From an optimization exercise on the open Yosys and OpenROAD flow, aimed at small area, a short achievable clock period and few clock cycles per item; shortcuts taken in it are not production practice. Function was checked by simulation only, so behaviour that the tests miss may differ from the original.

## flow/design.v (module list and top-level ports; edited modules follow where they fit)
// module conv_psel: 33 lines
// module conv_mac: 1852 lines
// module conv_sum: 60 lines
// module conv_act: 315 lines
// module csa_fa: 10 lines
// module csa_ha: 9 lines
// module conv_top: 170 lines
module conv_top (
	input  logic        clk,
	input  logic        rst_n,
	input  logic        filter_valid,
	input  logic        image_valid,
	input  logic [3:0]  image_size,
	input  logic        pad_mode,
	input  logic        act_mode,
	input  logic [7:0]  in_data,
	output logic        out_valid,
	output logic [15:0] out_data
);
  // ...
==> flow/flow/run.sh <==
#!/bin/bash
# The standard layout, with the resizer's setup repair aimed at a margin below the
# clock period (the period and constraints themselves are unchanged).
set -euo pipefail
bash standard.sh SETUP_SLACK_MARGIN=13 finish > flow_make.log 2>&1
==> flow/standard.sh <==
#!/bin/bash
# synth_recipe.tcl (not shown) runs the flow's synth.tcl, then flattens the netlist and writes it again
# the make line also repeats each setting of config.mk as NAME=value (left out here)
make -C /OpenROAD-flow-scripts/flow DESIGN_CONFIG=/design/flow/config.mk WORK_HOME=/design/flow/orfs CLKGATE_MAP_FILE= SYNTH_SCRIPT=/design/flow/synth_recipe.tcl "${@:-finish}"
==> flow/config.mk <==
export PLATFORM = sky130hd
export DESIGN_NAME = conv_top
export DESIGN_NICKNAME = conv_top
export VERILOG_FILES = /design/flow/design.v
export SDC_FILE = /design/flow/constraint.sdc
export NUM_CORES = 4
export LEC_CHECK = 0
export CAP_MARGIN = 20
export CORE_MARGIN = 2
export CORE_UTILIZATION = 40
export SLEW_MARGIN = 20
export SYNTH_HIERARCHICAL = 1
export SYNTH_MINIMUM_KEEP_SIZE = 0
==> flow/constraint.sdc <==
create_clock -name core_clock -period 18.0 [get_ports {clk}]
set_input_delay 3.6000 -clock core_clock [delete_from_list [all_inputs] [get_ports {clk}]]
set_output_delay 3.6000 -clock core_clock [all_outputs]
set_load 0.01 [all_outputs]
==> results.py, run 1 <==
metrics = {
    "critical_path": {
        "critPathBufInv": 0,
        "crit_start": "m2[3]",
        "arrival_ns": 5.51,
        "reg2reg_depth": 11,
        "endpoint": "rows[48]",
        "cpPeakStageDelay_ns": 0.63,
        "r2r-start": "m2[3]",
    },
    "final_layout": {
        "final_cell_mix": "343 x fa_1, 240 x xnor2_1, 224 x edfxtp_1",
        "post-route-util_pct": 45.91,
        "layout_commonest_cell": "fa_1",
        "antenna-diode-count": 0,
        "syn_to_final_growth_pct": 13.66,
        "seq_cells": 369,
        "n_all_inverters": 50,
        "clock_area_share_pct": 4.288,
        "multi_input_area_um2": 20210,
        "num-multi-input-gates": 1883,
        "nets": 3111,
        "stdcell_area_um2": 34810,
    },
    "routing": {
        "met2_length_um": 43780,
        "wl_per_cell_um": 25.60,
        "post_drt_via_cell_ratio": 5.700,
        "ant_nets": 0,
        "routed.top_layer": "met4",
    },
    "sta": {
        "rsz0062_at_grt": "true",
        "fin_hold_ws_ns": 0.3467,
        "finalHoldViolCount": 0,
        "tns_ns": 0,
    },
    "outcome": {
        "outcome": "no timing/DRC/antenna violations",
    },
    "grt": {
        "grt_pass1_wl_um": 134200,
        "grt-busiest-layer": "met2",
    },
    "hold_path": {
        "min_path_type": "reg -> reg",
        "min_to": "v1",
    },
    "placed_design": {
        "numPortBuffers": 34,
    },
    "clocking": {
        "post_cts_resized": 105,
        "htree_levels": 2,
    },
    "floorplanning": {
        "start_util_pct": 40.40,
        "chipHeight_um": 280.7,
        "die_area_um2": 78810,
    },
}
Testbench counts, summed over its fixed seeds: cycles 5,996, results 4,631.
==> run 2, diff against run 1 <==
==> flow/run.sh (new file) <==
#!/bin/bash
# synth_recipe.tcl (not shown) runs the flow's synth.tcl, then flattens the netlist and writes it again
# the make line also repeats each setting of config.mk as NAME=value (left out here)
make -C /OpenROAD-flow-scripts/flow DESIGN_CONFIG=/design/flow/config.mk WORK_HOME=/design/flow/orfs CLKGATE_MAP_FILE= SYNTH_SCRIPT=/design/flow/synth_recipe.tcl finish
removed: flow/flow/run.sh
removed: flow/standard.sh
==> run 2 against run 1 <==
Net effect: first-iteration DRC count shrank 21%; critical path depth is the same; critical endpoint unchanged.
==> results.py, run 2 <==
metrics = {
    "clocking": {
        "post_cts_buffers": 0,
        "path_clk_slew_ns": 0.07,
        "cts_buffers": 43,
        "cts_tree": "built",
        "htree_levels": 2,
        "clkSinkCount": 369,
        "cts_buffer_depth": 3,
        "cts_root_buf": "clkbuf_16",
        "post_cts_resized": 0,
        "cts_hold_buf": 0,
        "insertion_delay_ns": 0.60,
    },
    "grt": {
        "grt_pass1_wl_um": 133500,
        "antenna_found_initial": 1,
        "grt_start_max_net_pins": 94,
        "grt_pass1_vias": 20437,
        "grt_use_total_pct": 23.13,
        "grt-ovfl-total": 0,
    },
    "flow_run": {
        "max-cap-violations": 0,
    },
    "sta": {
        "finalHoldViolCount": 0,
        "rsz0062_at_grt": "false",
        "slew_headroom_pct": 10.60,
        "tightest_slew_ns": 1.327,
        "finalClockSkew_ns": 0.03113,
        "slew_viol_final": 0,
        "fin_crit_sh_pct": 33.30,
        "timing.final.crit_period_ns": 5.995,
        "fin_ws_ns": 12.01,
        "tns_ns": 0,
        "fmax_mhz": 166.8,
        "setup_viol": 0,
    },
    "final_layout": {
        "layout_commonest_cell": "fa_1",
        "nFillCells": 6980,
        "largest_register_ff_count": 72,
        "syn_to_final_growth_pct": 7.308,
        "top_register": "weights",
        "final_cell_mix": "410 x fa_1, 241 x xnor2_1, 224 x edfxtp_1",
        "nets": 2929,
        "stdcell_area_um2": 32870,
        "largest_registers": "weights x72, rows x53",
        "layout-drive-gt1-share_pct": 11.32,
        "post-route-util_pct": 43.35,
    },
    "outcome": {
        "outcome": "no timing/DRC/antenna violations",
    },
    "placed_design": {
        "numPortBuffers": 34,
        "gp_congestion": 0.9984,
        "place_area_um2": 31380,
        "dpl_worst_slack_ns": 11.32,
        "hpwl_um": 73480,
    },
    "critical_path": {
        "worst_setup_path_end_kind": "flip-flop",
        "critPathMaxFanout": 10,
        "slowest_stage": "nor2b_1",
        "worstPathCellList": "ha_1 > nor2b_1 > fa_1 > fa_1 > fa_1 > fa_1 > fa_1 > fa_1 > fa_1 > fa_1 > fa_1",
        "r2r-end": "rows[48]",
        "worstSetupPathType": "reg -> reg",
        "path_common_cell": "fa_1",
        "reg2reg_depth": 11,
        "r2r_slack_ns": 12.01,
        "r2r-start": "weights[45]",
        "arrival_ns": 6.46,
        "crit_start": "weights[45]",
        "cp.required_ns": 18.47,
        "cpPeakStageDelay_ns": 0.80,
        "endpoint": "rows[48]",
        "start_kind": "flip-flop",
    },
    "routing": {
        "initialDrtViolationCount": 1433,
        "wirelength_um": 89330,
        "wl_per_cell_um": 26.21,
        "post-route-drc-count": 0,
        "dr.pass1.iters": 5,
        "post_drt_via_cell_ratio": 5.737,
        "vias": 19553,
        "ant_nets": 0,
    },
    "floorplanning": {
        "die_area_um2": 78810,
        "row_count": 101,
        "core_area_um2": 75820,
        "chipHeight_um": 280.7,
        "die_w_um": 280.7,
        "start_util_pct": 40.40,
        "io_pins": 35,
    },
    "yosys": {
        "syn_inst": 2469,
        "netlist_area_um2": 30630,
        "yosys_warnings": 13,
        "syn_area_per_cell_um2": 12.41,
    },
    "hold_path": {
        "min_path_type": "reg -> reg",
    },
}
==> run 2: how the worst min path moves through the flow <==
stage,from,to,slack [ns],cells past startpoint
floorplan,v2,out_valid,0.33,0
global placement,wv,v1,0.33,0
detailed placement,v2,out_valid,0.34,0
CTS,wv,v1,0.35,0
global route,wv,v1,0.37,0
finish,wv,v1,0.35,0
==> run 2: metal layers <==
layer | global-route usage (%) | wire [µm] | vias up | share of wire (%)
met1 | 30.63 | 37910 | 10063 | 42
met2 | 37.93 | 42190 | 653 | 47
met3 | 2.943 | 4739 | 153 | 5.3
met4 | 10.60 | 4498 | 0 | 5.0
met5 | 0 | 0 | - | 0
li1 | - | - | 8684 | -
==> run 2: critical path, delay by kind of cell, from the launching register on <==
kind          cells  cell delay, ns
flops             1            0.50
simple gates      1            0.80
fa+ha+maj        10            4.55
==> run 2: final cells by class <==
class | count | area, µm² | share of cell area, %
antenna | 1 | 2.502 | 0.007613
clock buffer | 60 | 1265 | 3.848
clock inverter | 18 | 209.0 | 0.6357
inverter | 50 | 187.7 | 0.5710
multi-input combinational | 1881 | 19720 | 60.00
sequential | 369 | 9794 | 29.80
tap | 978 | 1224 | 3.723
timing repair buffer | 51 | 466.7 | 1.420
==> run 2: per-stage QoR <==
| stage | hold slack, ns | cells |
|---|---|---|
| floorplan | 0.3312 | 2479 |
| global placement | 0.3345 | 3329 |
| detailed placement | 0.3394 | 3329 |
| CTS | 0.3549 | 3407 |
| global route | 0.3732 | 3407 |
| finish | 0.3493 | 3408 |

[afterwards: timing with drivers on the ports]
The flow's constraints put no driver on any port. The routed layouts listed below were extracted and timed again, unchanged, in two steps.
Step 1, drivers: a clkbuf_16 drives clk and a buf_2 each remaining input, both assumed.
Step 2 moves the port delays by t, midway between the first and last clock arrival at a register: inputs arrive t later, outputs are due t later. That takes back most of the time a late clock gives input paths.
a / b / c = ideal / step 1 / step 2; a / b = the first two.
| run | shift t [ns] | setup slack, ns | latest minus earliest clock arrival (ns) |
|---|---|---|---|
| run 1 | 0.651 | 12.947 / 12.947 / 12.604 | 0.038 / 0.038 |
| run 2 | 0.650 | 12.005 / 12.005 / 11.590 | 0.033 / 0.034 |
After both steps every run listed still meets setup and hold. For run 2, which loses most, drivers alone change the setup slack by 0.000 ns; drivers and shift together by -0.415 ns.
